Background: an optimization exercise with open tools, aiming at small area, a short achievable clock period and few clock cycles per item. Do not read the settings as production practice.
RTL that was checked went through simulation tests only; none was proved equivalent to the original.
Power and IR drop assume default switching activity.

// cakeField
module cakeField
(
	input logic update,
	input logic rst,
	input logic step,
	input logic pixelReq,
	input logic [9:0] pixelX,
	input logic [9:0] pixelY,
	output logic pixelAck,
	output logic hitReq,
	output logic [23:0] hitMask,
	input logic hitAck
);
For scale: roughly 830 cells after synthesis, about 51 I/O pins.
clock: 4.5 ns
lec_check: 0
cap_margin: 20
core_margin: 2
core_utilization: 40
cts_buf_list: sky130_fd_sc_hd__clkbuf_4 sky130_fd_sc_hd__clkbuf_8
setup_slack_margin: 2.4
slew_margin: 20
standard.sh (not shown) runs the stock make flow with config.mk's settings and CLKGATE_MAP_FILE= SYNTH_SCRIPT=/design/flow/synth_recipe.tcl, a recipe that flattens the netlist after the stock synthesis.
==> flow/flow/run.sh <==
#!/bin/bash
# Own layout flow: the standard flow, with the port buffers made from
# plain buffers (the standard flow picks a slow delay cell for them) and
# with the resizer free to swap a cell for one of another footprint.
# Synthesis is the standard one except that it leaves adders to ABC
# instead of mapping them to the library's full/half adder cells
# (ADDER_MAP_FILE empty); registers and their names are unchanged.
set -euo pipefail
bash standard.sh ADDER_MAP_FILE= synth > synth.log 2>&1
bash standard.sh \
	ADDER_MAP_FILE= \
	"BUFFER_PORTS_ARGS=-buffer_cell sky130_fd_sc_hd__buf_2" \
	MATCH_CELL_FOOTPRINT=0 \
	finish > layout.log 2>&1
Testbench counts at the start, summed over its fixed seeds: cycles 7,096, queries 3,072.
Then changed:
- SETUP_SLACK_MARGIN: 2.4 -> 2.2
Effect: The new run finished with timing, DRC and antenna clean; maximum frequency went up by about 2%; die area does not change; non-clock buffer count went down by 22; setup slack improved by 0.045 ns; wire length went down by 5.8%; design area went down by about 3.5%; register-to-register slack improved by 0.05 ns; total power went down by about 2%; clock-buffer cell count went up by 4; global-route usage went down by 0.83 points; synthesized area does not change.
Then changed:
- GPL_TIMING_DRIVEN: not set -> 1
After rerunning: The new run produced a clean layout. Via count does not change. Synthesized area stays the same. Clock-buffer cell count stays the same. Cell area stays the same. Final cell count does not change. Combinational power barely changes.
Then changed:
- CORE_UTILIZATION: 40 -> 50
- GPL_TIMING_DRIVEN: 1 -> not set
Outcome: Count of clock-buffer cells in the layout stays the same. Routed wire length increases by 5.1%. Power shrinks by 0.79%. Sequential share of layout area decreases by 0.20 points. Die area is lower by about 20%. Setup slack is worse by 0.037 ns. Design area increases by about 0.5%. Hold slack is better by 0.0054 ns. Final cell count is lower by about 3%.
Then changed:
- CORE_UTILIZATION: 50 -> 40
- SETUP_SLACK_MARGIN: 2.2 -> 2.1
Effect: Setup slack gets worse by 0.051 ns. Final area went down by 1.3%. Wire length went down by 5.9%. Sequential share of layout area went up by 0.52 points.

* * *

== build 74 ==
Another version of the RTL of cakeField (not shown whole).
For scale: ~1100 cells after synthesis, about 82 flip-flops, roughly 51 I/O pins, about 8600 um^2 of cells after synthesis.
// cakeField
module cakeField
(
	input logic update,
	input logic rst,
	input logic step,
	input logic pixelReq,
	input logic [9:0] pixelX,
	input logic [9:0] pixelY,
	output logic pixelAck,
	output logic hitReq,
	output logic [23:0] hitMask,
	input logic hitAck
);
Settings: LEC_CHECK=0, CAP_MARGIN=20, CORE_MARGIN=2, CORE_UTILIZATION=40, SETUP_SLACK_MARGIN=2.5, SLEW_MARGIN=20; clock period 4.5 ns.
run.sh (not shown) runs the stock make flow with config.mk's settings and CLKGATE_MAP_FILE= SYNTH_SCRIPT=/design/flow/synth_recipe.tcl, a recipe that flattens the netlist after the stock synthesis.
Stock flow here: none of the scripts above is used.
## Diff of input files: trial 69 against build 74
- swapping 2.5 for 1.5 in SETUP_SLACK_MARGIN
==> comparison <==
Per the final summary, trial 69 finished and its layout is clean on timing, DRC and antenna. For the number of iterations in the first detailed-routing pass, trial 69 came in 1 lower than build 74 did. Re share of layout cells above drive strength 1: build 74 and trial 69 aren't equal, and the higher value belongs to build 74. Compare build 74 and trial 69 | sequential share of layout area lower: build 74. Compare build 74 and trial 69 | overall fraction of global-route tracks in use higher: build 74.
Function was not checked in any run of this note: the RTL went through the layout flow alone.

* * *

job 4182:
Another version of the RTL of cakeField (not shown whole).
For scale: about 1000 cells after synthesis, roughly 130 flip-flops.
export LEC_CHECK = 0
export CAP_MARGIN = 20
export CORE_MARGIN = 2
export CORE_UTILIZATION = 40
export SETUP_SLACK_MARGIN = 0
export SLEW_MARGIN = 20
create_clock -name core_clock -period 4.5 [get_ports {update}]
standard.sh (not shown) runs the stock make flow with config.mk's settings and CLKGATE_MAP_FILE= SYNTH_SCRIPT=/design/flow/synth_recipe.tcl, a recipe that flattens the netlist after the stock synthesis.
==> flow/flow/run.sh <==
#!/bin/bash
# Own layout flow: the standard flow, with the port buffers made from
# plain buffers (the standard flow picks a slow delay cell for them) and
# with the resizer free to swap a cell for one of another footprint.
# Synthesis is the standard one, run unchanged.
set -euo pipefail
bash standard.sh synth > synth.log 2>&1
bash standard.sh \
	"BUFFER_PORTS_ARGS=-buffer_cell sky130_fd_sc_hd__buf_4" \
	MATCH_CELL_FOOTPRINT=0 \
	finish > layout.log 2>&1
Job 4182 finished every step from synthesis to the final layout, and the layout passed the timing, DRC and antenna checks.
Testbench counts of job 4182, summed over its fixed seeds: cycles 6,904, queries 3,072.
For job 8241, these inputs were changed with respect to job 4182:
==> flow/run.sh (new file) <==
#!/bin/bash
# synth_recipe.tcl (not shown) runs the flow's synth.tcl, then flattens the netlist and writes it again
# the make line also repeats each setting of config.mk as NAME=value (left out here)
make -C /OpenROAD-flow-scripts/flow DESIGN_CONFIG=/design/flow/config.mk WORK_HOME=/design/flow/orfs CLKGATE_MAP_FILE= SYNTH_SCRIPT=/design/flow/synth_recipe.tcl finish
--- a/flow/config.mk
+++ b/flow/config.mk
@@ -10,3 +10,2 @@
 export CORE_UTILIZATION = 40
-export SETUP_SLACK_MARGIN = 0
 export SLEW_MARGIN = 20
removed: flow/flow/run.sh
removed: flow/standard.sh
==> comparison <==
Job 8241 reached the end of the flow, and the finished layout is clean on the timing, DRC and antenna checks.
Wire: job 8241 routes more than job 4182
Comparing job 8241 and job 4182, the lower maximum vdd drop was measured on job 8241.
Where via count is concerned, job 4182 is outperformed by job 8241.
The number of clock buffers in the layout in job 8241 sits 12 below the value recorded for job 4182.
Final critical path time including I/O delays and setup (job 8241 over job 4182): increase, 0.51 ns
Compared with job 4182, job 8241 shows a higher fraction of met2 tracks used by global routing.

==> afterwards: timing with drivers on the ports <==
Ports are ideal in the flow. The routed layouts listed here were re-timed in OpenROAD. Step 1 (the two cells are an assumption about what drives the block):
set clk [get_ports {update}]
set_driving_cell -lib_cell sky130_fd_sc_hd__clkbuf_16 $clk
set_driving_cell -lib_cell sky130_fd_sc_hd__buf_2 [delete_from_list [all_inputs] $clk]
Step 2 also shifts input and output timing later by t, the mid clock arrival at the registers, as if the neighbouring blocks saw the same clock. a / b / c = ideal ports / drivers / drivers and shift; a / b = the first two.
run | t (ns) | setup WS [ns] | worst setup path at the end | worst register clock-pin slew, ns | pins driven straight from the clock port
the first run of note 1 | 0.498 | 2.197 / 2.197 / 2.078 | input to register | 0.08 / 0.08 | 1
the second run of note 1 | 0.481 | 2.242 / 2.242 / 1.902 | input to register | 0.08 / 0.08 | 1
the third run of note 1 | 0.481 | 2.242 / 2.242 / 1.902 | input to register | 0.08 / 0.08 | 1
the fourth run of note 1 | 0.481 | 2.205 / 2.205 / 1.920 | input to register | 0.08 / 0.08 | 1
the fifth run of note 1 | 0.477 | 2.154 / 2.154 / 1.850 | input to register | 0.08 / 0.08 | 1
build 74 | 0.396 | 0.716 / 0.724 / 0.328 | input to register | 0.07 / 0.07 | 1
trial 69 | 0.397 | 0.747 / 0.761 / 0.364 | input to register | 0.07 / 0.07 | 1
job 4182 | 0.459 | 1.883 / 1.902 / 1.443 | input to register | 0.06 / 0.06 | 1
job 8241 | 0.463 | 1.369 / 1.386 / 0.923 | input to register | 0.06 / 0.06 | 1
After both steps setup and hold are still met in every run listed. For job 8241, which loses most, drivers alone change the setup slack by +0.017 ns; drivers and shift together by -0.446 ns.
